Background: an optimization exercise with open tools, aiming at small area, a short achievable clock period and few clock cycles. Do not read the settings as production practice. Where RTL was checked, it was by simulation tests only, not by an equivalence proof against the original. The RTL of runs 1 to 4 was laid out without a check of its function. Power figures rest on the tool's default switching activity, not on a simulated workload.

<file path="flow/design.v">
`timescale 1ns/10ps
`timescale 1ns/10ps
`timescale 1ns/10ps
`timescale 1ns/10ps
`timescale 1ns/10ps
module ttt_main (
    input  logic                                reset,
    input  logic                                clock_fast,
    output logic [2:0]                          stage,
    input  logic [4-1:0]        processor_id_in,
    output logic [4-1:0]        processor_id_out,
    input  logic [4-1:0]     good_tokens_in,
    input  logic [4-1:0]     bad_tokens_in,
    output logic [1:0]                          token_startstop,
    output logic                                output_valid,
    input  logic [4:0]                          instruction,
    input  logic [6-1:0]        connection_id_in,
    input  logic [8-1:0]           prog_data
);
    localparam int NP = 10;
    localparam int NC = 50;
    localparam int NG = (NC + 3) / 4;    
    logic signed [7:0] g_cnt [NP];
    logic signed [7:0] b_cnt [NP];
    logic signed [7:0] g_thr [NP];
    logic signed [7:0] b_thr [NP];
    logic [NP-1:0]     act;
    logic [5:0]        first [NP+1];
    logic [3:0]        tgt_mem [NC];
    logic [7:0]        wt_mem [NC];
    logic        x_add;       
    logic        x_gthr;
    logic        x_bthr;
    logic        x_upd;
    logic        x_first;
    logic        x_tgt;
    logic        x_wt;
    logic [NP:0] x_hit;       
    logic [5:0]  x_cid;
    logic [7:0]  x_data;
    logic        x_neg;       
    logic          busy;        
    logic          r_first;     
    logic [NP-1:0] pend;        
    logic [5:0]    w_idx;       
    logic [3:0]    w_lo;        
    logic [NG-1:0] w_hi;        
    logic [5:0]    w_end;       
    logic          w_stop;      
    function automatic logic ge8(input logic [7:0] a, input logic [7:0] b);
        logic [7:0] ua;
        logic [7:0] ub;
        logic r;
        ua = {~a[7], a[6:0]};
        ub = {~b[7], b[6:0]};
        r = 1'b1;
        for (int i = 0; i < 8; i++) r = (ua[i] & ~ub[i]) | ((ua[i] | ~ub[i]) & r);
        ge8 = r;
    endfunction
    logic [NP-1:0] act_now;
    always_comb begin
        for (int i = 0; i < NP; i++)
            act_now[i] = ge8(g_cnt[i], g_thr[i]) && !ge8(b_cnt[i], b_thr[i]);
    end
    logic [NP-1:0] src_pend;
    logic [NP-1:0] src_one;      
    logic          have_src;
    logic          have_ent;
    logic          last_ent;
    logic          do_load;
    logic [5:0]    ld_first;
    logic [5:0]    ld_end;
    logic [3:0]    ld_id;
    logic          ld_start;
    logic [3:0]    rd_tgt;
    logic [7:0]    rd_wt;
    logic [NP-1:0] rd_hit;
    assign src_pend = r_first ? (act_now ^ act) : pend;
    assign have_src = |src_pend;
    assign have_ent = (w_idx != w_end);
    assign last_ent = (w_idx + 6'd1 == w_end);
    assign do_load  = have_src && (!have_ent || last_ent);
    always_comb begin
        logic [NP-1:0] seen;
        seen = '0;
        for (int i = 0; i < NP; i++) begin
            src_one[i] = src_pend[i] && !seen[i];
            if (i + 1 < NP) seen[i+1] = seen[i] | src_pend[i];
        end
        ld_first = '0;
        ld_end = '0;
        ld_id = '0;
        ld_start = 1'b0;
        for (int i = 0; i < NP; i++) begin
            if (src_one[i]) begin
                ld_first = ld_first | first[i];
                ld_end = ld_end | first[i+1];
                ld_id = ld_id | 4'(i);
                ld_start = ld_start | (r_first ? act_now[i] : act[i]);
            end
        end
    end
    always_comb begin
        logic [11:0] grp [NG];
        logic [11:0] rd;
        rd = '0;
        for (int j = 0; j < NG; j++) begin
            grp[j] = '0;
            for (int k = 0; k < 4; k++)
                if (j * 4 + k < NC)
                    grp[j] = grp[j] | ({12{w_lo[k]}} & {tgt_mem[j*4+k], wt_mem[j*4+k]});
            rd = rd | ({12{w_hi[j]}} & grp[j]);
        end
        rd_tgt = rd[11:8];
        rd_wt = rd[7:0];
        for (int i = 0; i < NP; i++) rd_hit[i] = (rd_tgt == 4'(i));
    end
    logic signed [7:0] sel_g;
    logic signed [7:0] sel_b;
    logic signed [7:0] sum_g;
    logic signed [7:0] sum_b;
    function automatic logic signed [7:0] sat_add(input logic signed [7:0] c,
                                                  input logic signed [3:0] a);
        logic signed [8:0] s;
        s = 9'(c) + 9'(a);
        if (s[8] != s[7]) sat_add = s[8] ? 8'sh80 : 8'sh7f;
        else sat_add = s[7:0];
    endfunction
    always_comb begin
        sel_g = '0;
        sel_b = '0;
        for (int i = 0; i < NP; i++) begin
            sel_g = sel_g | ({8{x_hit[i]}} & g_cnt[i]);
            sel_b = sel_b | ({8{x_hit[i]}} & b_cnt[i]);
        end
        sum_g = sat_add(sel_g, x_neg ? (4'd0 - x_data[7:4]) : x_data[7:4]);
        sum_b = sat_add(sel_b, x_neg ? (4'd0 - x_data[3:0]) : x_data[3:0]);
    end
    logic is_adv;
    logic [NP:0] in_hit;
    assign is_adv = !instruction[4] && (instruction[2:0] == 3'b010);
    always_comb begin
        for (int i = 0; i <= NP; i++) in_hit[i] = (processor_id_in == 4'(i));
    end
    always_ff @(posedge clock_fast) begin
        if (reset) begin
            busy <= 1'b0;
            r_first <= 1'b0;
            pend <= '0;
            w_idx <= '0;
            w_end <= '0;
            w_stop <= 1'b0;
            output_valid <= 1'b0;
            x_add <= 1'b0;
            x_gthr <= 1'b0;
            x_bthr <= 1'b0;
            x_upd <= 1'b0;
            x_first <= 1'b0;
            x_tgt <= 1'b0;
            x_wt <= 1'b0;
        end else begin
            output_valid <= 1'b0;
            x_add <= 1'b0;
            x_gthr <= 1'b0;
            x_bthr <= 1'b0;
            x_upd <= 1'b0;
            x_first <= 1'b0;
            x_tgt <= 1'b0;
            x_wt <= 1'b0;
            if (!busy) begin
                x_hit <= in_hit;
                x_cid <= connection_id_in;
                x_data <= prog_data;
                x_neg <= 1'b0;
                case (instruction[4:3])
                    2'b11: begin
                        x_first <= (instruction[2:0] == 3'b001);
                        x_tgt <= (instruction[2:0] == 3'b010);
                        x_wt <= (instruction[2:0] == 3'b011);
                    end
                    2'b10: begin
                        x_gthr <= (instruction[2:0] == 3'b001);
                        x_bthr <= (instruction[2:0] == 3'b010);
                        x_add <= (instruction[2:0] == 3'b100);
                        x_upd <= (instruction[2:0] == 3'b101);
                    end
                    default: begin
                        if (instruction[2:0] == 3'b001) begin
                            x_add <= 1'b1;
                            x_data <= {good_tokens_in, bad_tokens_in};
                        end
                    end
                endcase
                if (is_adv) begin
                    busy <= 1'b1;
                    r_first <= 1'b1;
                end
            end else begin
                r_first <= 1'b0;
                if (have_ent) begin
                    x_add <= 1'b1;
                    x_hit <= {1'b0, rd_hit};
                    x_data <= rd_wt;
                    x_neg <= w_stop;
                    w_idx <= w_idx + 6'd1;
                end
                if (do_load) begin
                    w_idx <= ld_first;
                    w_end <= ld_end;
                    w_stop <= !ld_start;
                    output_valid <= 1'b1;
                    processor_id_out <= ld_id;
                    token_startstop <= {ld_start, !ld_start};
                    pend <= src_pend & ~src_one;
                end else begin
                    pend <= src_pend;
                end
                if (!have_src && (!have_ent || last_ent)) busy <= 1'b0;
            end
        end
    end
    always_ff @(posedge clock_fast) begin
        if (reset) begin
            w_lo <= 4'b0001;
            w_hi <= NG'(1);
        end else if (busy && do_load) begin
            for (int k = 0; k < 4; k++) w_lo[k] <= (ld_first[1:0] == 2'(k));
            for (int j = 0; j < NG; j++) w_hi[j] <= (ld_first[5:2] == 4'(j));
        end else if (busy && have_ent) begin
            w_lo <= {w_lo[2:0], w_lo[3]};
            if (w_lo[3]) w_hi <= {w_hi[NG-2:0], 1'b0};
        end
    end
    logic [7:0]  wd_g;
    logic [7:0]  wd_b;
    logic [7:0]  wd_thr;
    logic [5:0]  wd_first;
    assign wd_g = reset ? 8'd0 : sum_g;
    assign wd_b = reset ? 8'd0 : sum_b;
    assign wd_thr = reset ? 8'(1) : x_data;
    assign wd_first = reset ? 6'd0 : x_data[5:0];
    always_ff @(posedge clock_fast) begin
        for (int i = 0; i < NP; i++) begin
            if (reset || (x_add && x_hit[i])) begin
                g_cnt[i] <= wd_g;
                b_cnt[i] <= wd_b;
            end
            if (reset || (x_gthr && x_hit[i])) g_thr[i] <= wd_thr;
            if (reset || (x_bthr && x_hit[i])) b_thr[i] <= wd_thr;
            if (reset || r_first || (x_upd && x_hit[i])) act[i] <= !reset && act_now[i];
        end
        for (int i = 0; i <= NP; i++)
            if (reset || (x_first && x_hit[i])) first[i] <= wd_first;
    end
    always_ff @(posedge clock_fast) begin
        for (int i = 0; i < NC; i++) begin
            if (x_tgt && x_cid == 6'(i)) tgt_mem[i] <= x_data[3:0];
            if (x_wt && x_cid == 6'(i)) wt_mem[i] <= x_data;
        end
    end
    assign stage = {2'b00, busy};
endmodule
</file>
<file path="flow/run.sh">
#!/bin/bash
# synth_recipe.tcl (not shown) runs the flow's synth.tcl, then flattens the netlist and writes it again
# the make line also repeats each setting of config.mk as NAME=value (left out here)
make -C /OpenROAD-flow-scripts/flow DESIGN_CONFIG=/design/flow/config.mk WORK_HOME=/design/flow/orfs CLKGATE_MAP_FILE= SYNTH_SCRIPT=/design/flow/synth_recipe.tcl finish
</file>
<file path="flow/config.mk">
export PLATFORM = sky130hd
export DESIGN_NAME = ttt_main
export DESIGN_NICKNAME = ttt_main
export VERILOG_FILES = /design/flow/design.v
export SDC_FILE = /design/flow/constraint.sdc
export NUM_CORES = 4
export LEC_CHECK = 0
export ABC_CLOCK_PERIOD_IN_PS = 3000
export CAP_MARGIN = 20
export CORE_MARGIN = 2
export CORE_UTILIZATION = 40
export SETUP_SLACK_MARGIN = 3.0
export SLEW_MARGIN = 20
</file>
<file path="flow/constraint.sdc">
create_clock -name core_clock -period 6.5 [get_ports {clock_fast}]
set_input_delay 1.3000 -clock core_clock [delete_from_list [all_inputs] [get_ports {clock_fast}]]
set_output_delay 1.3000 -clock core_clock [all_outputs]
set_load 0.01 [all_outputs]
</file>
==> results of run 1 <==
## cells in the final DEF (no fill, tap or decap), types with 24 or more instances in the layout
cell and instances:
sky130_fd_sc_hd__a21oi_1 73, sky130_fd_sc_hd__a21oi_2 24, sky130_fd_sc_hd__a222oi_1 26, sky130_fd_sc_hd__a22o_1 33, sky130_fd_sc_hd__a22oi_1 400, sky130_fd_sc_hd__buf_4 144, sky130_fd_sc_hd__buf_6 38, sky130_fd_sc_hd__clkbuf_16 109
sky130_fd_sc_hd__clkdlybuf4s50_1 39, sky130_fd_sc_hd__dfxtp_1 45, sky130_fd_sc_hd__edfxtp_1 1028, sky130_fd_sc_hd__inv_1 145, sky130_fd_sc_hd__maj3_1 30, sky130_fd_sc_hd__nand2_1 315, sky130_fd_sc_hd__nand2b_1 49, sky130_fd_sc_hd__nand3_1 31
sky130_fd_sc_hd__nor2_1 170, sky130_fd_sc_hd__nor2b_1 41, sky130_fd_sc_hd__o21a_4 29, sky130_fd_sc_hd__o21ai_0 36, sky130_fd_sc_hd__o22ai_1 30
## power by group through the flow
stage                     logic (mW)  clock network (mW)  registers (mW)
final                           2.94                6.15            8.61
after global routing            3.09                6.45            8.65
after CTS                       2.65                6.20            8.59
after detailed placement        1.88                   0            8.74
after global placement          1.85                   0            8.73
after floorplan                 1.21                   0            8.62
## layer usage
| layer | vias to the layer above | part of all wire | GRT usage |
|---|---|---|---|
| met4 | 6 | 0.029 | 0.06526 |
| met2 | 1299 | 0.45 | 0.3455 |
| met1 | 14699 | 0.43 | 0.3183 |
| li1 | 12663 | - | - |
| met3 | 236 | 0.088 | 0.04158 |
| met5 | - | 0.00034 | 0 |
## tightest hold or removal path, stage by stage, from the launching register on
cell and delay (ns):
sky130_fd_sc_hd__dfxtp_1 0.31, sky130_fd_sc_hd__nand2b_1 0.07, sky130_fd_sc_hd__a21oi_1 0.06
## flip-flops by register name (all words and copies together) (netlist names), 2 cells and up
signal / flops
token_startstop: 2
pend: 10
x_hit: 11
w_hi: 13
processor_id_out: 4
tgt_mem: 200
w_lo: 4
x_data: 8
act: 10
b_thr: 80
w_idx: 6
g_thr: 80
wt_mem: 400
first: 66
w_end: 6
g_cnt: 80
b_cnt: 80
x_cid: 6
## worst paths after layout
kind | from | endpoint | slack [ns] | cells past startpoint
worst max-delay path | x_hit[6] | g_cnt[0][4] | 2.41 | 18
worst min-delay path | pend[6] | pend[6] | 0.48 | 2
worst max register to register | x_hit[6] | g_cnt[0][4] | 2.41 | 18
worst min register to register | pend[6] | pend[6] | 0.48 | 2
## cell type report
type,instances,share of cell area
sequential,1078,0.6052
multi-input combinational,1756,0.2384
clock buffer,123,0.05155
inverter,150,0.01069
tap,1414,0.03358
clock inverter,70,0.01380
antenna,2,0.00009498
timing repair buffer,247,0.04673
## metrics by stage
step	cells	power, mW	setup slack [ns]
6_report	4840	17.70	2.405
3_5_place_dp	4475	10.62	1.446
4_1_cts	4793	17.44	2.481
2_1_floorplan	3127	9.828	2.052
5_1_grt	4838	18.20	2.393
3_3_place_gp	4475	10.59	1.439
## cells in the mapped netlist, drive strengths merged (8+ instances only)
library cell     n
a211oi          12
dfxtp           50
nand3           40
a221o           15
nor2b           49
nor3            27
and2             8
o211ai          13
o221ai          10
o22ai           35
xnor2           17
inv            149
clkbuf         129
buf             30
and3            25
xor2             9
a2bb2oi          9
a22o            35
nand4           22
maj3            40
or2              9
a21o            18
or3              9
edfxtp        1028
a22oi          402
o21ai           54
a21oi          100
nand2b          54
o21a            20
a222oi          26
nor2           179
nor3b           18
a221oi          31
ha              19
nand2          320
## timing repair
action / 4_1_cts / 5_1_grt
pin swaps: 77 / 83
setup endpoints to repair: 213 / 211
setup buffers: 101 / 42
gates cloned: 24 / 3
gates resized for setup: 226 / 100
hold buffers: 0 / 0
## kinds of logic after synthesis
| kind of cell | share of synthesized area |
|---|---|
| other cells | 0.00008514 |
| simple gates | 0.08491 |
| fa+ha+maj | 0.01545 |
| flops | 0.7236 |
| buf+inv | 0.02702 |
| compound gates | 0.1416 |
| mux | 0.002131 |
| xor+xnor | 0.005170 |
==> metrics.log, run 1 <==
INFO  metric synth_seq_cells = 1078
INFO  metric avgRoutedWirePerCell = between 20 and 30 um
INFO  metric numPortBuffers = 40
INFO  metric drt-initial-drc-count = ~3600
INFO  metric crit_fanout = 5
INFO  metric final.min_clock_period = 4.095 ns
INFO  metric timing.max_cap.violations = 0
INFO  metric half_perimeter_wire_length_after_detailed_placement = about 76000 um
INFO  metric antenna_found_initial = 5
INFO  metric final_core_util = 0.4834
INFO  metric status = finished clean
INFO  metric fmax = around 240 MHz
INFO  metric drive_above_1_share = 0.1782
INFO  metric die-area = 112800 um^2
INFO  metric gp_routability_congestion = about 0.84
INFO  metric async_flop_share = 0
INFO  metric vdd_drop_max = between 200 and 250 uV
INFO  metric post_synth_num_cell_types = 91
INFO  metric p_leak = between 15 and 20 nW
INFO  metric crit_path_max_incr_delay = roughly 0.52 ns
INFO  metric fp-row-count = approximately 120
INFO  metric grt_usage = 0.2222
INFO  metric htree_levels = 3
INFO  metric power.density = roughly 340 nW/um^2
INFO  metric drtPass1Iterations = 6
INFO  metric grt_overflow_total = 0
INFO  metric cp_cell_sequence = buf_6, buf_4, a22o_1, a221oi_2, nand4_1, ha_1, a21oi_2, buf_4, buf_4, buf_4, buf_4, buf_4, buf_4, buf_4, buf_4, buf_4, xnor2_2, o21a_4
INFO  metric num-fill-cells = between 9000 and 10000
INFO  metric timing_max_transition_violations_final = 0
INFO  metric dominant_delay_contributor_by_cell_family_on_the_critical_path = buffers and inverters
INFO  metric first_global_vias = 27809
INFO  metric timing.final.crit_share = 0.6300
INFO  metric coreArea = roughly 110000 um^2
INFO  metric clock_sink_count = 1078
INFO  metric pwr-share-comb = 0.166
INFO  metric cts_tree = yes
INFO  metric final-seq-area = 31890 um^2
INFO  metric synth.cell_area = roughly 44000 um^2
INFO  metric power_switching_share = 0.2681
INFO  metric clk_latency = about 0.69 ns
INFO  metric timing.hold.ws = between 0.4 and 0.5 ns
INFO  metric drcViolationCount = 0
INFO  metric synth_top_cell_area_share = 0.7009
INFO  metric syn_avg_cell_area = 14.09 um^2
INFO  metric clk_path_buf_depth = 3
INFO  metric endpoint_kind = flip-flop
INFO  metric cpMaxStageDelayCell = sky130_fd_sc_hd__edfxtp_1
INFO  metric vias_per_cell = approximately 6.0
INFO  metric crit_top_cell = sky130_fd_sc_hd__buf_4
INFO  metric dr_total_vias = a little under 30000
INFO  metric critical_path_required = around 6.9 ns
INFO  metric layout.cell_area.non_filler = approximately 53000 um^2
INFO  metric tightest_slew = between 1 and 1.5 ns
INFO  metric synthesis.instances = roughly 3100
INFO  metric synth_top_cell_by_area = sky130_fd_sc_hd__edfxtp_1
INFO  metric critPathKind = reg -> reg
INFO  metric clkTransAtPathRegs = approximately 0.070 ns
INFO  metric part_of_the_yosys_area_used_for_sequential_elements = 0.7236
INFO  metric post_dp_cell_area = approximately 46000 um^2
INFO  metric design_internal_power = roughly 13 mW
INFO  metric worst_hold_class = reg -> reg
INFO  metric max-slew-margin-rel = 0.2598
INFO  metric grt_first_pass_wirelength = between 150000 and 200000 um
INFO  metric pwr-share-seq = 0.486
INFO  metric grt_setup_unrepaired = true
INFO  metric die_x = approximately 340 um
INFO  metric synth_edf_count = 1028
INFO  metric multi_input_gate_area_in_the_final_layout = about 13000 um^2
INFO  metric cp-start-kind = flip-flop
INFO  metric synth-warning-count = 9
INFO  metric clock_power_share = 0.347
INFO  metric effective_utilization_at_floorplan = 0.4041
INFO  metric final.setup.tns = 0 ns
INFO  metric root_buffer = sky130_fd_sc_hd__clkbuf_16
INFO  metric ys.flop_type = sky130_fd_sc_hd__edfxtp_1
INFO  metric final_nets = ~3400
INFO  metric layout-area-overhead-vs-synth = 19.64%
INFO  metric report.final.hold_viol_count = 0
INFO  metric power.switching = approximately 4.7 mW
INFO  metric largest_net_degree_at_the_start_of_global_routing = roughly 150
INFO  metric worst_ep_arrival_time = ~4.5 ns
INFO  metric drt.antenna.violating_nets = 0
INFO  metric path_buf_inv = 11
INFO  metric fp.dieH = 335.8 um
INFO  metric fin_worst_skew = 0.01972 ns
INFO  metric routed_wl = about 130000 um
INFO  metric cts_inserted_buffers = between 100 and 150
INFO  metric finalSetupViolations = 0
INFO  metric yosys-top-cells-area = sky130_fd_sc_hd__edfxtp_1 70%, sky130_fd_sc_hd__a22oi_1 6.9%, sky130_fd_sc_hd__nand2_1 2.7%, sky130_fd_sc_hd__dfxtp_1 2.3%, sky130_fd_sc_hd__nor2_1 1.5%
INFO  metric io-pin-count = between 40 and 50
==> run 2, diff against run 1 <==
--- a/flow/config.mk
+++ b/flow/config.mk
@@ -10,3 +10,3 @@
 export CORE_MARGIN = 2
-export CORE_UTILIZATION = 40
+export CORE_UTILIZATION = 60
 export SETUP_SLACK_MARGIN = 3.0
==> metrics.log, run 2 <==
INFO  metric dr_total_vias = 29004 (+0.35%)
INFO  metric design_internal_power = 12.89 mW (-0.49%)
INFO  metric cts_inserted_buffers = 106 (+1.9%)
INFO  metric grt_usage = 0.3207 (+0.09842)
INFO  metric final_core_util = 0.7089 (+0.2255)
INFO  metric grt_overflow_total = 0 (unchanged)
INFO  metric cts_tree = yes
INFO  metric synth.cell_area = 44040 um^2 (unchanged)
INFO  metric fmax = 236.5 MHz (-3.2%)
INFO  metric max-slew-margin-rel = 0.2282 (-0.03159)
INFO  metric finalSetupViolations = 0 (unchanged)
INFO  metric coreArea = 72830 um^2 (-33%)
INFO  metric layout.cells.most_common = sky130_fd_sc_hd__edfxtp_1
INFO  metric io-pin-count = 43 (unchanged)
INFO  metric yosys-top-cells-area = sky130_fd_sc_hd__edfxtp_1 70%, sky130_fd_sc_hd__a22oi_1 6.9%, sky130_fd_sc_hd__nand2_1 2.7%, sky130_fd_sc_hd__dfxtp_1 2.3%, sky130_fd_sc_hd__nor2_1 1.5%
INFO  metric pwr-share-seq = 0.491 (+0.005)
INFO  metric synth_seq_cells = 1078 (unchanged)
INFO  metric synthesis.instances = 3126 (unchanged)
INFO  metric avgRoutedWirePerCell = 28.83 um (+8.7%)
INFO  metric most_frequent_cells_in_the_layout = 1028 x sky130_fd_sc_hd__edfxtp_1, 400 x sky130_fd_sc_hd__a22oi_1, 318 x sky130_fd_sc_hd__nand2_1
INFO  metric multi_input_gate_area_in_the_final_layout = 12420 um^2 (-1.1%)
INFO  metric muxShareOfSynthArea = 0.002131 (unchanged)
INFO  metric numPortBuffers = 40 (unchanged)
INFO  metric crit_path_max_incr_delay = 0.55 ns (+0.03 ns)
INFO  metric critPathKind = reg -> reg
INFO  metric timing.max_cap.violations = 0 (unchanged)
INFO  metric drtPass1Iterations = 7 (+1)
INFO  metric effective_utilization_at_floorplan = 0.6047 (+0.2007)
INFO  metric power_switching_share = 0.2649 (-0.003111)
INFO  metric grt_first_pass_wirelength = 177400 um (-4.2%)
INFO  metric n_antenna_cell = 0 (-2)
INFO  metric p_leak = 17.60 nW (-0.95%)
INFO  metric ys.flop_type = sky130_fd_sc_hd__edfxtp_1
INFO  metric synth_adder_area_share = 0.01545 (unchanged)
INFO  metric critical_path_required = 7.07 ns (+0.15 ns)
INFO  metric worst_hold_class = reg -> reg
INFO  metric reg_to_reg_setup_timing_slack = 2.27 ns (-0.13 ns)
INFO  metric part_of_the_yosys_area_used_for_sequential_elements = 0.7236 (unchanged)
INFO  metric vias_per_cell = 6.657 (+11%)
INFO  metric dominant_delay_contributor_by_cell_family_on_the_critical_path = compound AO/OA/AOI/OAI gates
INFO  metric die_x = 274.9 um (-18%)
INFO  metric root_buffer = sky130_fd_sc_hd__clkbuf_16
INFO  metric clk_path_buf_depth = 3 (unchanged)
INFO  metric htree_levels = 3 (unchanged)
INFO  metric num-fill-cells = 4799 (-48%)
INFO  metric post_synth_num_cell_types = 91 (unchanged)
INFO  metric path_buf_inv = 2 (-9)
INFO  metric synth_edf_count = 1028 (unchanged)
INFO  metric largest_register_ffs = 400 (unchanged)
INFO  metric final.setup.tns = 0 ns (unchanged)
INFO  metric largest_net_degree_at_the_start_of_global_routing = 159 (+7.4%)
INFO  metric routed_wl = 125600 um (-2.2%)
INFO  metric cp-start-kind = flip-flop
INFO  metric first_global_vias = 27558 (-0.90%)
INFO  metric vdd_drop_max = 275.2 uV (+27%)
INFO  metric power.density = 339.7 nW/um^2 (+1.1%)
INFO  metric timing.final.crit_share = 0.6506 (+0.02064)
INFO  metric final.min_clock_period = 4.229 ns (+0.1341 ns)
INFO  metric clock_power_share = 0.349 (+0.002)
INFO  metric synth_top_cell_by_area = sky130_fd_sc_hd__edfxtp_1
INFO  metric yosysMostFrequentCell = sky130_fd_sc_hd__edfxtp_1
INFO  metric crit_fanout = 6 (+1)
INFO  metric cpMaxStageDelayCell = sky130_fd_sc_hd__a222oi_1
INFO  metric drt-initial-drc-count = 3608 (-0.72%)
INFO  metric clock_sink_count = 1078 (unchanged)
INFO  metric gp_routability_congestion = 0.8968 (+6.5%)
INFO  metric drive_above_1_share = 0.1627 (-0.01541)
INFO  metric drcViolationCount = 0 (unchanged)
INFO  metric tightest_slew = 1.156 ns (+0.04989 ns)
INFO  metric report.final.hold_viol_count = 0 (unchanged)
INFO  metric fin_worst_skew = 0.03170 ns (+0.01198 ns)
INFO  metric final_nets = 3363 (-0.83%)
INFO  metric synth_simple_gate_area_frac = 0.08491 (unchanged)
INFO  metric fp-row-count = 99 (-18%)
INFO  metric synth_xor_area_frac = 0.005170 (unchanged)
INFO  metric registers.top_by_ff_count = wt_mem
INFO  metric pwr-share-comb = 0.160 (-0.006)
INFO  metric timing_max_transition_violations_final = 0 (unchanged)
INFO  metric syn_avg_cell_area = 14.09 um^2 (unchanged)
INFO  metric grt_setup_unrepaired = true
INFO  metric async_flop_share = 0 (unchanged)
INFO  metric antenna_found_initial = 1 (-4)
INFO  metric layout-area-overhead-vs-synth = 17.22%
INFO  metric worst_ep_arrival_time = 4.80 ns (+0.28 ns)
INFO  metric synth_top_cell_area_share = 0.7009 (unchanged)
INFO  metric cts_hold_repair.buffers = 0 (unchanged)
INFO  metric fp.dieH = 274.9 um (-18%)
INFO  metric place_inst = 4016 (-10%)
INFO  metric cp_cell_sequence = and3b_2, a2111oi_4, o21ai_2, a211oi_2, buf_6, nand2_4, xor2_1, a32o_2, buf_12, a222oi_1, nand4_1, a221o_1, or2_4, o32ai_2
INFO  metric synth-warning-count = 9 (unchanged)
INFO  metric clk_latency = 0.68 ns (about the same)
INFO  metric drt.antenna.violating_nets = 0 (unchanged)
INFO  metric clkTransAtPathRegs = 0.06 ns (about the same)
INFO  metric synth_top_family_by_area = compound AO/OA/AOI/OAI gates
INFO  metric largest_registers = wt_mem (400), tgt_mem (200)
INFO  metric power.switching = 4.647 mW (-2.1%)
INFO  metric status = finished clean
INFO  metric final-seq-area = 31890 um^2 (about the same)
INFO  metric layoutNonFillerInstCount = 4357 (-10%)
INFO  metric endpoint_kind = flip-flop
INFO  metric half_perimeter_wire_length_after_detailed_placement = 75280 um (-1.6%)
INFO  metric die-area = 75590 um^2 (-33%)
INFO  metric synth_common_cells = 1028 x sky130_fd_sc_hd__edfxtp_1, 402 x sky130_fd_sc_hd__a22oi_1, 320 x sky130_fd_sc_hd__nand2_1, 179 x sky130_fd_sc_hd__nor2_1, 147 x sky130_fd_sc_hd__inv_1
INFO  metric synth_compound_gate_area_share = 0.1416 (unchanged)
## run 2: cell type report
cell class	instances	share of cell area
clock buffer	137	0.05584
clock inverter	60	0.01129
inverter	150	0.01091
multi-input combinational	1757	0.2406
sequential	1078	0.6176
tap	959	0.02324
timing repair buffer	216	0.04047
## run 2: cells by family after synthesis
group                    after synthesis
flip-flops                          1078
AO/OA/AOI/OAI                        847
AND/OR/NAND/NOR                      795
buffers and inverters                309
adder cells (fa/ha/maj)               61
XOR/XNOR                              26
multiplexers                           9
other                                  1
## run 2: worst min-delay path, stage by stage, from the launching register on
cell and delay [ns]:
sky130_fd_sc_hd__dfxtp_1 0.31, sky130_fd_sc_hd__nand2b_1 0.07, sky130_fd_sc_hd__a21oi_1 0.05
## run 2: metal layers
metal	track usage	up-vias	routed length [um]
met5	0	-	0
met4	0.1376	0	6241
met3	0.04547	299	10010
met1	0.4295	14575	47480
li1	-	12596	-
met2	0.5305	1534	61880
## run 2: repair_timing
action | 4_1_cts | 5_1_grt
resized for setup | 165 | 107
pin swaps | 59 | 93
cloned | 2 | 19
endpoints found under the setup margin | 213 | 212
buffers inserted | 72 | 51
## run 2: power by group through the flow
stage | logic, mW | registers [mW] | clock network [mW]
after global placement | 1.84 | 8.72 | 0
final | 2.81 | 8.61 | 6.12
after CTS | 2.23 | 8.59 | 6.17
after floorplan | 1.21 | 8.62 | 0
after global routing | 2.92 | 8.65 | 6.43
after detailed placement | 1.89 | 8.73 | 0
## run 2: per-stage QoR
| stage | setup slack [ns] | hold WS (ns) | total power, mW | area [um^2] |
|---|---|---|---|---|
| after floorplan | 2.052 | 0.4456 | 9.828 | 44190 |
| after global placement | 1.421 | 0.4574 | 10.56 | 45570 |
| after detailed placement | 1.292 | 0.4631 | 10.63 | 45590 |
| after CTS | 2.393 | 0.4721 | 16.99 | 50450 |
| after global routing | 2.249 | 0.4945 | 18.00 | 51630 |
| final | 2.271 | 0.4763 | 17.54 | 51630 |
## run 2: path summary, 6_finish.rpt
check | depth (start not counted) | end | startpoint
worst min-delay path | 2 | pend[6] | pend[6]
worst max-delay path | 14 | w_hi[1] | g_thr[0][2]
worst min register to register | 2 | pend[6] | pend[6]
worst max register to register | 14 | w_hi[1] | g_thr[0][2]
==> run 3, diff against run 2 <==
--- a/flow/config.mk
+++ b/flow/config.mk
@@ -10,3 +10,6 @@
 export CORE_MARGIN = 2
-export CORE_UTILIZATION = 60
+export CORE_UTILIZATION = 40
+export CTS_BUF_LIST = sky130_fd_sc_hd__clkbuf_16
+export CTS_CLUSTER_DIAMETER = 60
+export CTS_CLUSTER_SIZE = 20
 export SETUP_SLACK_MARGIN = 3.0
==> metrics.log, run 3 <==
INFO  metric clock_sink_count = 1078 (unchanged)
INFO  metric synth_compound_gate_area_share = 0.1416 (unchanged)
INFO  metric synth-warning-count = 9 (unchanged)
INFO  metric htree_levels = 3 (unchanged)
INFO  metric detailroute.wirelength.met2 = 58960 um (-4.7%)
INFO  metric timing.final.crit_share = 0.6128 (-0.03782)
INFO  metric max-slew-margin-rel = 0.2082 (-0.02002)
INFO  metric die-area = 112800 um^2 (+49%)
INFO  metric hold_end = pend[6]
INFO  metric routed_wl = 128000 um (+1.9%)
INFO  metric synth_top_cell_area_share = 0.7009 (unchanged)
INFO  metric effective_utilization_at_floorplan = 0.4041 (-0.2007)
INFO  metric synth_common_cells = 1028 x sky130_fd_sc_hd__edfxtp_1, 402 x sky130_fd_sc_hd__a22oi_1, 320 x sky130_fd_sc_hd__nand2_1, 179 x sky130_fd_sc_hd__nor2_1, 147 x sky130_fd_sc_hd__inv_1
INFO  metric cts_inserted_buffers = 69 (-35%)
INFO  metric fin_worst_skew = 0.04067 ns (+0.008969 ns)
INFO  metric critical_path_required = 7.07 ns (about the same)
INFO  metric async_flop_share = 0 (unchanged)
INFO  metric yosysMostFrequentCell = sky130_fd_sc_hd__edfxtp_1
INFO  metric vdd_drop_max = 180.9 uV (-34%)
INFO  metric drive_above_1_share = 0.1667 (+0.003924)
INFO  metric first_global_vias = 27160 (-1.4%)
INFO  metric gp_routability_congestion = 0.8422 (-6.1%)
INFO  metric die_x = 335.8 um (+22%)
INFO  metric hold_path_startpoint = pend[6]
INFO  metric synth_top_family_by_area = compound AO/OA/AOI/OAI gates
INFO  metric syn_avg_cell_area = 14.09 um^2 (unchanged)
INFO  metric registers.top_by_ff_count = wt_mem
INFO  metric antenna_found_initial = 3 (+2)
INFO  metric vias_per_cell = 6.028 (-9.5%)
INFO  metric crit_fanout = 5 (-1)
INFO  metric p_leak = 17.28 nW (-1.8%)
INFO  metric cts_hold_repair.buffers = 0 (unchanged)
INFO  metric grt_usage = 0.2200 (-0.1006)
INFO  metric final_core_util = 0.4722 (-0.2367)
INFO  metric layout.cells.most_common = sky130_fd_sc_hd__edfxtp_1
INFO  metric muxShareOfSynthArea = 0.002131 (unchanged)
INFO  metric dr.max_layer_used = met5
INFO  metric fp.dieH = 335.8 um (+22%)
INFO  metric root_buffer = sky130_fd_sc_hd__clkbuf_16
INFO  metric ys.flop_type = sky130_fd_sc_hd__edfxtp_1
INFO  metric timing_max_transition_violations_final = 0 (unchanged)
INFO  metric r2r_cells = 13 (-1)
INFO  metric final_nets = 3363 (unchanged)
INFO  metric tightest_slew = 1.179 ns (+0.02254 ns)
INFO  metric synth_xor_area_frac = 0.005170 (unchanged)
INFO  metric worstReg2RegStart = g_thr[2][0]
INFO  metric dr_total_vias = 28667 (-1.2%)
INFO  metric fmax = 251.1 MHz (+6.2%)
INFO  metric largest_registers = wt_mem (400), tgt_mem (200)
INFO  metric dr_wl_met3 = 11110 um (+11%)
INFO  metric timing.max_cap.violations = 0 (unchanged)
INFO  metric most_frequent_cells_in_the_layout = 1028 x sky130_fd_sc_hd__edfxtp_1, 401 x sky130_fd_sc_hd__a22oi_1, 315 x sky130_fd_sc_hd__nand2_1
INFO  metric final-seq-area = 31890 um^2 (about the same)
INFO  metric half_perimeter_wire_length_after_detailed_placement = 76460 um (+1.6%)
INFO  metric grt_first_pass_wirelength = 182800 um (+3.0%)
INFO  metric drcViolationCount = 0 (unchanged)
INFO  metric design_power_total = 16.17 mW (-7.8%)
INFO  metric n_antenna_cell = 0 (unchanged)
INFO  metric clk_path_buf_depth = 3 (unchanged)
INFO  metric met1Wirelength = 54640 um (+15%)
INFO  metric largest_register_ffs = 400 (unchanged)
INFO  metric avgRoutedWirePerCell = 26.90 um (-6.7%)
INFO  metric post_synth_num_cell_types = 91 (unchanged)
INFO  metric report.final.hold_viol_count = 0 (unchanged)
INFO  metric clk_latency = 0.67 ns (about the same)
INFO  metric grt_overflow_total = 0 (unchanged)
INFO  metric clkTransAtPathRegs = 0.08 ns (+0.02 ns)
INFO  metric synthesis.instances = 3126 (unchanged)
INFO  metric num-fill-cells = 9344 (+95%)
INFO  metric fp-row-count = 121 (+22%)
INFO  metric synth_simple_gate_area_frac = 0.08491 (unchanged)
INFO  metric synth_seq_cells = 1078 (unchanged)
INFO  metric power.density = 314.2 nW/um^2 (-7.5%)
INFO  metric io-pin-count = 43 (unchanged)
INFO  metric drt.antenna.violating_nets = 0 (unchanged)
INFO  metric multi_input_gate_area_in_the_final_layout = 12630 um^2 (+1.6%)
INFO  metric cp-start-kind = flip-flop
INFO  metric min_delay_path_depth = 2 (unchanged)
INFO  metric synth_edf_count = 1028 (unchanged)
INFO  metric largest_net_degree_at_the_start_of_global_routing = 148 (-6.9%)
INFO  metric critPathKind = reg -> reg
INFO  metric drt-initial-drc-count = 3533 (-2.1%)
INFO  metric final.setup.tns = 0 ns (unchanged)
INFO  metric finalSetupViolations = 0 (unchanged)
INFO  metric worst_ep_arrival_time = 4.56 ns (-0.24 ns)
INFO  metric part_of_the_yosys_area_used_for_sequential_elements = 0.7236 (unchanged)
INFO  metric synth.cell_area = 44040 um^2 (unchanged)
INFO  metric synth_top_cell_by_area = sky130_fd_sc_hd__edfxtp_1
INFO  metric layout-area-overhead-vs-synth = 16.85%
INFO  metric numPortBuffers = 40 (unchanged)
INFO  metric cts_tree = yes
INFO  metric coreArea = 109000 um^2 (+50%)
INFO  metric synth_adder_area_share = 0.01545 (unchanged)
INFO  metric worst_hold_class = reg -> reg
INFO  metric drtPass1Iterations = 8 (+1)
INFO  metric grt_setup_unrepaired = true
INFO  metric reg_to_reg_setup_timing_slack = 2.52 ns (+0.25 ns)
INFO  metric yosys-top-cells-area = sky130_fd_sc_hd__edfxtp_1 70%, sky130_fd_sc_hd__a22oi_1 6.9%, sky130_fd_sc_hd__nand2_1 2.7%, sky130_fd_sc_hd__dfxtp_1 2.3%, sky130_fd_sc_hd__nor2_1 1.5%
INFO  metric endpoint_kind = flip-flop
INFO  metric status = finished clean
INFO  metric final.min_clock_period = 3.983 ns (-0.2458 ns)
INFO  metric r2r_end = w_hi[5]
## run 3: cells by family after synthesis
| group | after synthesis |
|---|---|
| buffers and inverters | 309 |
| DFF | 1078 |
| adders and majority gates | 61 |
| AOI/OAI and AO/OA | 847 |
| other | 1 |
| xor gates and xnor gates | 26 |
| muxes | 9 |
| and+or+nand+nor | 795 |
## run 3: where the power goes
group	total [mW]	switching [mW]	internal, mW
sequential	8.60	0.366	8.24
combinational	2.92	1.70	1.21
clock	4.65	2.34	2.31
## run 3: layout make-up
class                   count  share of cell area
inverters                 150             0.01094
flip-flops and latches   1078              0.6196
clock buffers              74             0.03598
repair buffers            252             0.04711
clock inverters            30            0.006661
well taps                1414             0.03437
multi-input cells        1758              0.2453
## run 3: worst max-delay path by stage
stage,startpoint,cells past startpoint,to,slack [ns]
after floorplan,x_data[0],16,b_cnt[0][0],2.05
after global placement,g_thr[0][3],13,w_hi[6],1.44
after detailed placement,g_thr[0][3],13,w_hi[6],1.45
after CTS,g_thr[3][0],13,w_hi[6],2.44
after global routing,g_thr[2][0],13,w_hi[2],2.38
final,g_thr[2][0],13,w_hi[5],2.52
## run 3: timing repair
item,4_1_cts,5_1_grt
pin swaps,98,71
cloned,19,4
endpoints found under the setup margin,213,211
setup buffers,114,40
gates resized for setup,233,88
## run 3: worst max-delay path, cell delays in order, from the launching register on
cell and delay, ns:
sky130_fd_sc_hd__edfxtp_1 0.36, sky130_fd_sc_hd__nor2b_1 0.14, sky130_fd_sc_hd__maj3_2 0.34, sky130_fd_sc_hd__a221oi_4 0.34, sky130_fd_sc_hd__o31ai_4 0.14, sky130_fd_sc_hd__or4_4 0.55, sky130_fd_sc_hd__a31o_4 0.27, sky130_fd_sc_hd__o21a_4 0.14
sky130_fd_sc_hd__and3_4 0.17, sky130_fd_sc_hd__a222oi_1 0.34, sky130_fd_sc_hd__nand4_1 0.16, sky130_fd_sc_hd__a221o_2 0.41, sky130_fd_sc_hd__or3_4 0.38, sky130_fd_sc_hd__o22ai_2 0.15
## run 3: routing by layer
layer	vias up	global-route usage
li1	12544	-
met1	14649	0.3152
met2	1264	0.3483
met3	206	0.03783
met4	4	0.05639
met5	-	0
## run 3: metrics by stage
stage | setup WS (ns) | hold slack (ns) | instances | instance area, um^2
2_1_floorplan | 2.052 | 0.4456 | 3127 | 44190
3_3_place_gp | 1.439 | 0.4622 | 4475 | 46200
3_5_place_dp | 1.446 | 0.4643 | 4475 | 46200
4_1_cts | 2.442 | 0.4756 | 4712 | 50690
5_1_grt | 2.383 | 0.4980 | 4756 | 51470
6_report | 2.517 | 0.4777 | 4756 | 51470
==> run 4, diff against run 3 <==
--- a/flow/config.mk
+++ b/flow/config.mk
@@ -12,4 +12,4 @@
 export CTS_BUF_LIST = sky130_fd_sc_hd__clkbuf_16
-export CTS_CLUSTER_DIAMETER = 60
-export CTS_CLUSTER_SIZE = 20
+export CTS_CLUSTER_DIAMETER = 90
+export CTS_CLUSTER_SIZE = 30
 export SETUP_SLACK_MARGIN = 3.0
==> metrics.log, run 4 <==
INFO  metric status = finished clean
INFO  metric fp-row-count = 121 (unchanged)
INFO  metric clk_path_buf_depth = 3 (unchanged)
INFO  metric largest_net_degree_at_the_start_of_global_routing = 148 (unchanged)
INFO  metric die_x = 335.8 um (unchanged)
INFO  metric drt-initial-drc-count = 3638 (+3.0%)
INFO  metric critical_path_required = 6.92 ns (-0.15 ns)
INFO  metric endpoint_kind = flip-flop
INFO  metric most_frequent_cells_in_the_layout = 1028 x sky130_fd_sc_hd__edfxtp_1, 401 x sky130_fd_sc_hd__a22oi_1, 318 x sky130_fd_sc_hd__nand2_1
INFO  metric synth_edf_count = 1028 (unchanged)
INFO  metric layout.cell_area.non_filler = 50710 um^2 (-1.5%)
INFO  metric critPathKind = reg -> reg
INFO  metric grt_first_pass_wirelength = 182600 um (about the same)
INFO  metric grt_overflow_total = 0 (unchanged)
INFO  metric synth_simple_gate_area_frac = 0.08491 (unchanged)
INFO  metric crit_path_max_incr_delay = 0.45 ns (-0.10 ns)
INFO  metric synth_common_cells = 1028 x sky130_fd_sc_hd__edfxtp_1, 402 x sky130_fd_sc_hd__a22oi_1, 320 x sky130_fd_sc_hd__nand2_1, 179 x sky130_fd_sc_hd__nor2_1, 147 x sky130_fd_sc_hd__inv_1
INFO  metric max-slew-margin-rel = 0.2626 (+0.05446)
INFO  metric worst_ep_arrival_time = 4.55 ns (about the same)
INFO  metric cp_cell_sequence = buf_6, buf_6, buf_8, a22o_4, a221oi_4, nand4_1, buf_4, fa_2, a21o_1, a21oi_2, o21bai_1, a21o_1, and2_4, a32oi_4, o22ai_4, buf_6, buf_6, clkbuf_16, o21a_4
INFO  metric synth_top_family_by_area = compound AO/OA/AOI/OAI gates
INFO  metric placement.setup.worst_slack = 1.446 ns (unchanged)
INFO  metric synth-warning-count = 9 (unchanged)
INFO  metric drcViolationCount = 0 (unchanged)
INFO  metric die-area = 112800 um^2 (unchanged)
INFO  metric synth_seq_cells = 1078 (unchanged)
INFO  metric power.density = 298.6 nW/um^2 (-5.0%)
INFO  metric htree_levels = 2 (-1)
INFO  metric synth_xor_area_frac = 0.005170 (unchanged)
INFO  metric crit_fanout = 6 (+1)
INFO  metric cts_tree = yes
INFO  metric drt.antenna.violating_nets = 0 (unchanged)
INFO  metric clock_sink_count = 1078 (unchanged)
INFO  metric cp-start-kind = flip-flop
INFO  metric muxShareOfSynthArea = 0.002131 (unchanged)
INFO  metric cts_inserted_buffers = 43 (-38%)
INFO  metric registers.top_by_ff_count = wt_mem
INFO  metric root_buffer = sky130_fd_sc_hd__clkbuf_16
INFO  metric numPortBuffers = 40 (unchanged)
INFO  metric cpMaxStageDelayCell = sky130_fd_sc_hd__edfxtp_1
INFO  metric antenna_found_initial = 5 (+2)
INFO  metric final.min_clock_period = 4.130 ns (+0.1464 ns)
INFO  metric post_synth_num_cell_types = 91 (unchanged)
INFO  metric crit_top_cell = sky130_fd_sc_hd__buf_6
INFO  metric tightest_slew = 1.102 ns (-0.07669 ns)
INFO  metric final_core_util = 0.4652 (-0.006933)
INFO  metric fp.dieH = 335.8 um (unchanged)
INFO  metric vdd_drop_max = 186.2 uV (+2.9%)
INFO  metric synthesis.instances = 3126 (unchanged)
INFO  metric gp_routability_congestion = 0.8422 (unchanged)
INFO  metric timing.max_cap.violations = 0 (unchanged)
INFO  metric finalWorstSetupSlack = 2.370 ns (-0.1464 ns)
INFO  metric dr_total_vias = 28639 (-0.098%)
INFO  metric final_nets = 3340 (-0.68%)
INFO  metric synth_compound_gate_area_share = 0.1416 (unchanged)
INFO  metric grt_setup_unrepaired = true
INFO  metric half_perimeter_wire_length_after_detailed_placement = 76460 um (unchanged)
INFO  metric final.setup.tns = 0 ns (unchanged)
INFO  metric synth_top_cell_area_share = 0.7009 (unchanged)
INFO  metric coreArea = 109000 um^2 (unchanged)
INFO  metric yosys-top-cells-area = sky130_fd_sc_hd__edfxtp_1 70%, sky130_fd_sc_hd__a22oi_1 6.9%, sky130_fd_sc_hd__nand2_1 2.7%, sky130_fd_sc_hd__dfxtp_1 2.3%, sky130_fd_sc_hd__nor2_1 1.5%
INFO  metric async_flop_share = 0 (unchanged)
INFO  metric drtPass1Iterations = 6 (-2)
INFO  metric layout.cells.most_common = sky130_fd_sc_hd__edfxtp_1
INFO  metric final-seq-area = 31890 um^2 (unchanged)
INFO  metric synth.cell_area = 44040 um^2 (unchanged)
INFO  metric effective_utilization_at_floorplan = 0.4041 (unchanged)
INFO  metric fmax = 242.2 MHz (-3.5%)
INFO  metric routed_wl = 128100 um (+0.12%)
INFO  metric num-fill-cells = 9405 (+0.65%)
INFO  metric part_of_the_yosys_area_used_for_sequential_elements = 0.7236 (unchanged)
INFO  metric drive_above_1_share = 0.1555 (-0.01119)
INFO  metric syn_avg_cell_area = 14.09 um^2 (unchanged)
INFO  metric timing.hold.ws = 0.4785 ns (+0.0008070 ns)
INFO  metric finalSetupViolations = 0 (unchanged)
INFO  metric multi_input_gate_area_in_the_final_layout = 12660 um^2 (+0.25%)
INFO  metric dominant_delay_contributor_by_cell_family_on_the_critical_path = compound AO/OA/AOI/OAI gates
INFO  metric post_dp_cell_area = 46200 um^2 (unchanged)
INFO  metric synth_top_cell_by_area = sky130_fd_sc_hd__edfxtp_1
INFO  metric largest_register_ffs = 400 (unchanged)
INFO  metric avgRoutedWirePerCell = 27.14 um (+0.86%)
INFO  metric timing.final.crit_share = 0.6353 (+0.02252)
INFO  metric clkTransAtPathRegs = 0.12 ns (+0.04 ns)
INFO  metric io-pin-count = 43 (unchanged)
INFO  metric fin_worst_skew = 0.03160 ns (-0.009070 ns)
INFO  metric ys.flop_type = sky130_fd_sc_hd__edfxtp_1
INFO  metric worst_hold_class = reg -> reg
INFO  metric p_leak = 16.89 nW (-2.3%)
INFO  metric layout-area-overhead-vs-synth = 15.14%
INFO  metric grt_usage = 0.2193 (-0.0007155)
INFO  metric largest_registers = wt_mem (400), tgt_mem (200)
INFO  metric first_global_vias = 26947 (-0.78%)
INFO  metric report.final.hold_viol_count = 0 (unchanged)
INFO  metric clk_latency = 0.67 ns (about the same)
INFO  metric yosysMostFrequentCell = sky130_fd_sc_hd__edfxtp_1
INFO  metric vias_per_cell = 6.066 (+0.64%)
INFO  metric synth_adder_area_share = 0.01545 (unchanged)
INFO  metric timing_max_transition_violations_final = 0 (unchanged)
INFO  metric path_buf_inv = 7 (+7)
-- run 4: cell counts after synthesis --
No cell type changed its count.
-- run 4: tightest hold or removal path, cell delays in order (launching register included) --
cell	delay (ns)
sky130_fd_sc_hd__dfxtp_1	0.33
sky130_fd_sc_hd__nand2b_1	0.06
sky130_fd_sc_hd__a21oi_1	0.05
-- run 4: where the power goes --
group / switching [mW] / leakage (nW) / internal [mW]
registers: 0.366 / 10.1 / 8.24
logic: 1.78 / 6.11 / 1.31
clock network: 2.11 / 0.677 / 1.33
total: 4.26 / 16.9 / 10.9
-- run 4: final cells by class --
class | instances | share of cell area
flip-flops and latches | 1078 | 0.6288
multi-input cells | 1757 | 0.2496
repair buffers | 256 | 0.05011
well taps | 1414 | 0.03489
clock buffers | 45 | 0.02221
inverters | 150 | 0.01110
clock inverters | 20 | 0.003207
diodes | 1 | 0.00004934
-- run 4: timing repair --
action                     CTS  global route
setup buffers              103            50
cloned                      23             3
hold buffers                 0             0
pin swaps                   77            86
gates resized for setup    222           105
setup endpoints to repair  213           211
-- run 4: path summary, 6_finish.rpt --
path / to / slack [ns] / cells past startpoint / startpoint
setup / recovery: b_cnt[3][5] / 2.37 / 19 / x_hit[6]
hold / removal: pend[6] / 0.48 / 2 / pend[6]
setup reg to reg: b_cnt[3][5] / 2.37 / 19 / x_hit[6]
hold reg to reg: pend[6] / 0.48 / 2 / pend[6]
-- run 4: metal layers --
metal / part of all wire / up-vias / GRT usage / routed length [um]
li1: - / 12474 / - / -
met1: 0.43 / 14657 / 0.3166 / 54460
met2: 0.46 / 1297 / 0.3480 / 58990
met3: 0.086 / 209 / 0.03408 / 11040
met4: 0.028 / 2 / 0.05429 / 3604
met5: 0.00011 / - / 0 / 14
-- run 4: metrics by stage --
step,cells,power [mW]
after floorplan,3127,9.828
after global placement,4475,10.59
after detailed placement,4475,10.62
after CTS,4666,14.77
after global routing,4720,15.57
final,4721,15.14
-- run 4: kinds of logic (layout without fill, tap and decap cells) --
family	count (synthesis)	count (layout)
AND/OR/NAND/NOR	795	797
multiplexers	9	9
XOR/XNOR	26	26
flip-flops	1078	1078
buffers and inverters	309	471
adder cells (fa/ha/maj)	61	61
AO/OA/AOI/OAI	847	862
other	1	3
==> run 5, diff against run 4 <==
--- a/flow/design.v
+++ b/flow/design.v
@@ -21,3 +21,2 @@
     localparam int NC = 50;
-    localparam int NG = (NC + 3) / 4;    
     logic signed [7:0] g_cnt [NP];
@@ -30,13 +29,13 @@
     logic [7:0]        wt_mem [NC];
-    logic        x_add;       
-    logic        x_gthr;
-    logic        x_bthr;
-    logic        x_upd;
-    logic        x_first;
-    logic        x_tgt;
-    logic        x_wt;
-    logic [NP:0] x_hit;       
-    logic [5:0]  x_cid;
-    logic [7:0]  x_data;
-    logic        x_neg;       
+    logic       x_add;       
+    logic       x_gthr;
+    logic       x_bthr;
+    logic       x_upd;
+    logic       x_first;
+    logic       x_tgt;
+    logic       x_wt;
+    logic [3:0] x_id;
+    logic [5:0] x_cid;
+    logic [7:0] x_data;
+    logic       x_neg;       
     logic          busy;        
@@ -45,4 +44,2 @@
     logic [5:0]    w_idx;       
-    logic [3:0]    w_lo;        
-    logic [NG-1:0] w_hi;        
     logic [5:0]    w_end;       
@@ -76,3 +73,2 @@
     logic [7:0]    rd_wt;
-    logic [NP-1:0] rd_hit;
     assign src_pend = r_first ? (act_now ^ act) : pend;
@@ -103,15 +99,15 @@
     always_comb begin
-        logic [11:0] grp [NG];
+        logic [11:0] grp [13];
         logic [11:0] rd;
-        rd = '0;
-        for (int j = 0; j < NG; j++) begin
+        for (int j = 0; j < 13; j++) begin
             grp[j] = '0;
             for (int k = 0; k < 4; k++)
-                if (j * 4 + k < NC)
-                    grp[j] = grp[j] | ({12{w_lo[k]}} & {tgt_mem[j*4+k], wt_mem[j*4+k]});
-            rd = rd | ({12{w_hi[j]}} & grp[j]);
-        end
+                if (j * 4 + k < NC && w_idx[1:0] == 2'(k))
+                    grp[j] = {tgt_mem[j*4+k], wt_mem[j*4+k]};
+        end
+        rd = '0;
+        for (int j = 0; j < 13; j++)
+            rd = rd | ({12{w_idx[5:2] == 4'(j)}} & grp[j]);
         rd_tgt = rd[11:8];
         rd_wt = rd[7:0];
-        for (int i = 0; i < NP; i++) rd_hit[i] = (rd_tgt == 4'(i));
     end
@@ -132,4 +128,6 @@
         for (int i = 0; i < NP; i++) begin
-            sel_g = sel_g | ({8{x_hit[i]}} & g_cnt[i]);
-            sel_b = sel_b | ({8{x_hit[i]}} & b_cnt[i]);
+            if (x_id == 4'(i)) begin
+                sel_g = g_cnt[i];
+                sel_b = b_cnt[i];
+            end
         end
@@ -138,8 +136,6 @@
     end
+    logic take;
     logic is_adv;
-    logic [NP:0] in_hit;
+    assign take = !busy;
     assign is_adv = !instruction[4] && (instruction[2:0] == 3'b010);
-    always_comb begin
-        for (int i = 0; i <= NP; i++) in_hit[i] = (processor_id_in == 4'(i));
-    end
     always_ff @(posedge clock_fast) begin
@@ -169,4 +165,4 @@
             x_wt <= 1'b0;
-            if (!busy) begin
-                x_hit <= in_hit;
+            if (take) begin
+                x_id <= processor_id_in;
                 x_cid <= connection_id_in;
@@ -201,3 +197,3 @@
                     x_add <= 1'b1;
-                    x_hit <= {1'b0, rd_hit};
+                    x_id <= rd_tgt;
                     x_data <= rd_wt;
@@ -221,14 +217,2 @@
     end
-    always_ff @(posedge clock_fast) begin
-        if (reset) begin
-            w_lo <= 4'b0001;
-            w_hi <= NG'(1);
-        end else if (busy && do_load) begin
-            for (int k = 0; k < 4; k++) w_lo[k] <= (ld_first[1:0] == 2'(k));
-            for (int j = 0; j < NG; j++) w_hi[j] <= (ld_first[5:2] == 4'(j));
-        end else if (busy && have_ent) begin
-            w_lo <= {w_lo[2:0], w_lo[3]};
-            if (w_lo[3]) w_hi <= {w_hi[NG-2:0], 1'b0};
-        end
-    end
     logic [7:0]  wd_g;
@@ -237,2 +221,3 @@
     logic [5:0]  wd_first;
+    logic [NP:0] id_hit;
     assign wd_g = reset ? 8'd0 : sum_g;
@@ -241,5 +226,8 @@
     assign wd_first = reset ? 6'd0 : x_data[5:0];
+    always_comb begin
+        for (int i = 0; i <= NP; i++) id_hit[i] = (x_id == 4'(i));
+    end
     always_ff @(posedge clock_fast) begin
         for (int i = 0; i < NP; i++) begin
-            if (reset || (x_add && x_hit[i])) begin
+            if (reset || (x_add && id_hit[i])) begin
                 g_cnt[i] <= wd_g;
@@ -247,8 +235,8 @@
             end
-            if (reset || (x_gthr && x_hit[i])) g_thr[i] <= wd_thr;
-            if (reset || (x_bthr && x_hit[i])) b_thr[i] <= wd_thr;
-            if (reset || r_first || (x_upd && x_hit[i])) act[i] <= !reset && act_now[i];
+            if (reset || (x_gthr && id_hit[i])) g_thr[i] <= wd_thr;
+            if (reset || (x_bthr && id_hit[i])) b_thr[i] <= wd_thr;
+            if (reset || r_first || (x_upd && id_hit[i])) act[i] <= !reset && act_now[i];
         end
         for (int i = 0; i <= NP; i++)
-            if (reset || (x_first && x_hit[i])) first[i] <= wd_first;
+            if (reset || (x_first && id_hit[i])) first[i] <= wd_first;
     end
--- a/flow/config.mk
+++ b/flow/config.mk
@@ -11,5 +11,2 @@
 export CORE_UTILIZATION = 40
-export CTS_BUF_LIST = sky130_fd_sc_hd__clkbuf_16
-export CTS_CLUSTER_DIAMETER = 90
-export CTS_CLUSTER_SIZE = 30
 export SETUP_SLACK_MARGIN = 3.0
==> metrics.log, run 5 <==
INFO  metric status = finished clean
INFO  metric dominant_delay_contributor_by_cell_family_on_the_critical_path = compound AO/OA/AOI/OAI gates
INFO  metric first_global_vias = 27524 (+2.1%)
INFO  metric largest_register_ffs = 400 (unchanged)
INFO  metric vias_per_cell = 5.914 (-2.5%)
INFO  metric htree_levels = 3 (+1)
INFO  metric fmax = 253.5 MHz (+4.7%)
INFO  metric cp-start-kind = flip-flop
INFO  metric grt_usage = 0.2223 (+0.002990)
INFO  metric vdd_drop_max = 231.6 uV (+24%)
INFO  metric synth_top_cell_area_share = 0.6919 (-0.008998)
INFO  metric io-pin-count = 43 (unchanged)
INFO  metric timing_max_transition_violations_final = 0 (unchanged)
INFO  metric grt_setup_unrepaired = true
INFO  metric cpMaxStageDelayCell = sky130_fd_sc_hd__mux4_2
INFO  metric coreArea = 110200 um^2 (+1.1%)
INFO  metric die_x = 336.8 um (+0.30%)
INFO  metric drive_above_1_share = 0.1855 (+0.03007)
INFO  metric layoutNonFillerInstCount = 4905 (+3.9%)
INFO  metric syn_avg_cell_area = 14.17 um^2 (+0.55%)
INFO  metric worst_hold_class = reg -> reg
INFO  metric post_synth_num_cell_types = 109 (+20%)
INFO  metric crit_path_max_incr_delay = 0.49 ns (+0.04 ns)
INFO  metric avgRoutedWirePerCell = 26.41 um (-2.7%)
INFO  metric largest_net_degree_at_the_start_of_global_routing = 101 (-32%)
INFO  metric timing.hold.ws = 0.4848 ns (+0.006322 ns)
INFO  metric final.setup.tns = 0 ns (unchanged)
INFO  metric report.final.hold_viol_count = 0 (unchanged)
INFO  metric routed_wl = 129600 um (+1.1%)
INFO  metric met1Wirelength = 54640 um (+0.33%)
INFO  metric most_frequent_cells_in_the_layout = 1021 x sky130_fd_sc_hd__edfxtp_1, 238 x sky130_fd_sc_hd__nand2_1, 208 x sky130_fd_sc_hd__nor2_1
INFO  metric finalSetupViolations = 0 (unchanged)
INFO  metric async_flop_share = 0 (unchanged)
INFO  metric n_antenna_cell = 0 (-1)
INFO  metric fp-row-count = 122 (+0.83%)
INFO  metric place_inst = 4548 (+1.6%)
INFO  metric yosys-top-cells-area = sky130_fd_sc_hd__edfxtp_1 69%, sky130_fd_sc_hd__a22oi_1 3.5%, sky130_fd_sc_hd__nand2_1 2.1%, sky130_fd_sc_hd__nor2_1 1.9%, sky130_fd_sc_hd__a222oi_1 1.6%
INFO  metric timing.max_cap.violations = 0 (unchanged)
INFO  metric antenna_found_initial = 4 (-1)
INFO  metric die-area = 113500 um^2 (+0.60%)
INFO  metric cts_tree = yes
INFO  metric drt.antenna.violating_nets = 0 (unchanged)
INFO  metric part_of_the_yosys_area_used_for_sequential_elements = 0.7068 (-0.01682)
INFO  metric fin_worst_skew = 0.04306 ns (+0.01146 ns)
INFO  metric power.density = 327.4 nW/um^2 (+9.6%)
INFO  metric cts_hold_repair.buffers = 0 (unchanged)
INFO  metric fp.dieH = 336.8 um (+0.30%)
INFO  metric clk_latency = 0.69 ns (+0.02 ns)
INFO  metric drt-initial-drc-count = 3567 (-2.0%)
INFO  metric final.min_clock_period = 3.945 ns (-0.1846 ns)
INFO  metric worst_ep_arrival_time = 4.35 ns (-0.20 ns)
INFO  metric synthesis.instances = 3128 (+0.064%)
INFO  metric timing.final.crit_share = 0.6069 (-0.02840)
INFO  metric cts_inserted_buffers = 103 (+140%)
INFO  metric drtPass1Iterations = 7 (+1)
INFO  metric synth_top_cell_by_area = sky130_fd_sc_hd__edfxtp_1
INFO  metric p_leak = 17.95 nW (+6.3%)
INFO  metric effective_utilization_at_floorplan = 0.4021 (-0.001981)
INFO  metric design_power_total = 17.34 mW (+14%)
INFO  metric detailroute.wirelength.met2 = 59740 um (+1.3%)
INFO  metric layout-area-overhead-vs-synth = 19.53%
INFO  metric synth-warning-count = 9 (unchanged)
INFO  metric synth_common_cells = 1021 x sky130_fd_sc_hd__edfxtp_1, 246 x sky130_fd_sc_hd__nand2_1, 221 x sky130_fd_sc_hd__nor2_1, 205 x sky130_fd_sc_hd__a22oi_1, 150 x sky130_fd_sc_hd__inv_1
INFO  metric registers.top_by_ff_count = wt_mem
INFO  metric layout.cell_area.non_filler = 52970 um^2 (+4.4%)
INFO  metric max-slew-margin-rel = 0.2230 (-0.03968)
INFO  metric clkTransAtPathRegs = 0.06 ns (-0.06 ns)
INFO  metric cp_cell_sequence = buf_6, buf_12, buf_8, mux4_2, mux2i_2, o21ai_1, ha_2, fa_2, a21oi_2, nor2_1, nor2_1, o21bai_1, a21o_1, nand2_1, mux2i_1, a2bb2oi_2, o32ai_4, buf_6, buf_12, o21a_4
INFO  metric post_dp_cell_area = 46500 um^2 (+0.66%)
INFO  metric endpoint_kind = flip-flop
INFO  metric crit_fanout = 8 (+2)
INFO  metric root_buffer = sky130_fd_sc_hd__clkbuf_16
INFO  metric yosysMostFrequentCell = sky130_fd_sc_hd__edfxtp_1
INFO  metric tightest_slew = 1.163 ns (+0.06083 ns)
INFO  metric layout.cells.most_common = sky130_fd_sc_hd__edfxtp_1
INFO  metric synth_edf_count = 1021 (-0.68%)
INFO  metric clk_path_buf_depth = 3 (unchanged)
INFO  metric path_buf_inv = 5 (-2)
INFO  metric ys.flop_type = sky130_fd_sc_hd__edfxtp_1
INFO  metric final_nets = 3389 (+1.5%)
INFO  metric half_perimeter_wire_length_after_detailed_placement = 81990 um (+7.2%)
INFO  metric dr.max_layer_used = met5
INFO  metric grt_overflow_total = 0 (unchanged)
INFO  metric drcViolationCount = 0 (unchanged)
INFO  metric critPathKind = reg -> reg
INFO  metric critical_path_required = 6.90 ns (-0.02 ns)
INFO  metric gp_routability_congestion = 0.8680 (+3.1%)
INFO  metric synth_seq_cells = 1054 (-2.2%)
INFO  metric synth.cell_area = 44310 um^2 (+0.61%)
INFO  metric largest_registers = wt_mem (400), tgt_mem (200)
INFO  metric clock_sink_count = 1054 (-2.2%)
INFO  metric grt_first_pass_wirelength = 185600 um (+1.6%)
INFO  metric dr_total_vias = 29008 (+1.3%)
INFO  metric dr_wl_met3 = 11640 um (+5.4%)
INFO  metric numPortBuffers = 40 (unchanged)
[run 5: where the power goes]
group	total [mW]	internal [mW]	switching (mW)	leakage (nW)
clock	5.97	3.38	2.58	1.64
sequential	8.43	8.06	0.366	9.91
combinational	2.95	1.22	1.73	6.40
total	17.3	12.7	4.68	17.9
[run 5: layer usage]
metal,global-route usage,vias to the layer above
li1,-,12765
met5,0,-
met3,0.04952,216
met1,0.3094,14687
met4,0.07190,6
met2,0.3465,1334
[run 5: final timing paths]
path         startpoint           to  slack [ns]  cells after the start
max             x_id[0]  g_cnt[1][6]        2.56                     20
min             pend[4]      pend[4]        0.48                      2
max reg2reg     x_id[0]  g_cnt[1][6]        2.56                     20
min reg2reg     pend[4]      pend[4]        0.48                      2
[run 5: worst register-to-register path: cells and delay by family, from the launching register on]
kind	cells	cell delay (ns)
multiplexers	3	0.75
buffers and inverters	5	0.69
AO/OA/AOI/OAI	7	1.05
adder cells (fa/ha/maj)	2	0.57
AND/OR/NAND/NOR	3	0.24
flip-flops	1	0.34
[run 5: stage by stage]
stage	setup WS, ns	util
CTS	2.600	0.4696
detailed placement	1.565	0.4220
finish	2.555	0.4806
global route	2.373	0.4806
global placement	1.715	0.4219
floorplan	2.134	-
[run 5: layout make-up]
class	instances	area, um^2
inverters	151	578.1
clock buffers	128	2763
fillers	9586	57240
well taps	1488	1862
multi-input cells	1775	13220
flip-flops and latches	1054	31340
clock inverters	62	626.9
repair buffers	247	2579
[run 5: what timing repair did]
| item | in CTS | in global routing |
|---|---|---|
| setup endpoints to repair | 209 | 198 |
| buffers inserted | 81 | 57 |
| endpoints found under the hold margin | 0 | 0 |
| resized for setup | 194 | 125 |
| cloned | 18 | 8 |
| pin swaps | 65 | 89 |
[run 5: logic make-up after synthesis]
kind of cell             synth area share
AND/OR/NAND/NOR                   0.08931
AO/OA/AOI/OAI                      0.1342
XOR/XNOR                         0.005732
buffers and inverters             0.02872
adder cells (fa/ha/maj)           0.01629
flip-flops                         0.7068
other                          0.00008462
multiplexers                      0.01892
Testbench counts of run 5, summed over its fixed seeds: cycles 4,855.

-- re-timing with driven ports --
How much do the figures lean on ideal ports? The routed layouts below were timed once more, with nothing changed but the port constraints. Step 1 assumes that a clkbuf_16 drives the clock port and a buf_2 every other input. Step 2, shift: input delay + t, output delay - t, t = (earliest + latest rising clock arrival at the registers) / 2. This alone moves slack from input paths to output paths. Three values: ideal, step 1, step 2; two values: the first two.
run | t (ns) | slack for setup (ns) | worst hold slack (ns)
run 1 | 0.748 | 2.405 / 2.405 / 2.354 | 0.484 / 0.484 / 0.484
run 2 | 0.734 | 2.271 / 2.271 / 2.271 | 0.476 / 0.476 / 0.476
run 3 | 0.722 | 2.517 / 2.517 / 2.389 | 0.478 / 0.478 / 0.478
run 4 | 0.738 | 2.370 / 2.370 / 2.370 | 0.478 / 0.478 / 0.478
run 5 | 0.742 | 2.555 / 2.555 / 2.512 | 0.485 / 0.485 / 0.485
After both steps setup and hold are still met in every run listed. For run 3, which loses most, drivers alone change the setup slack by 0.000 ns; drivers and shift together by -0.128 ns.
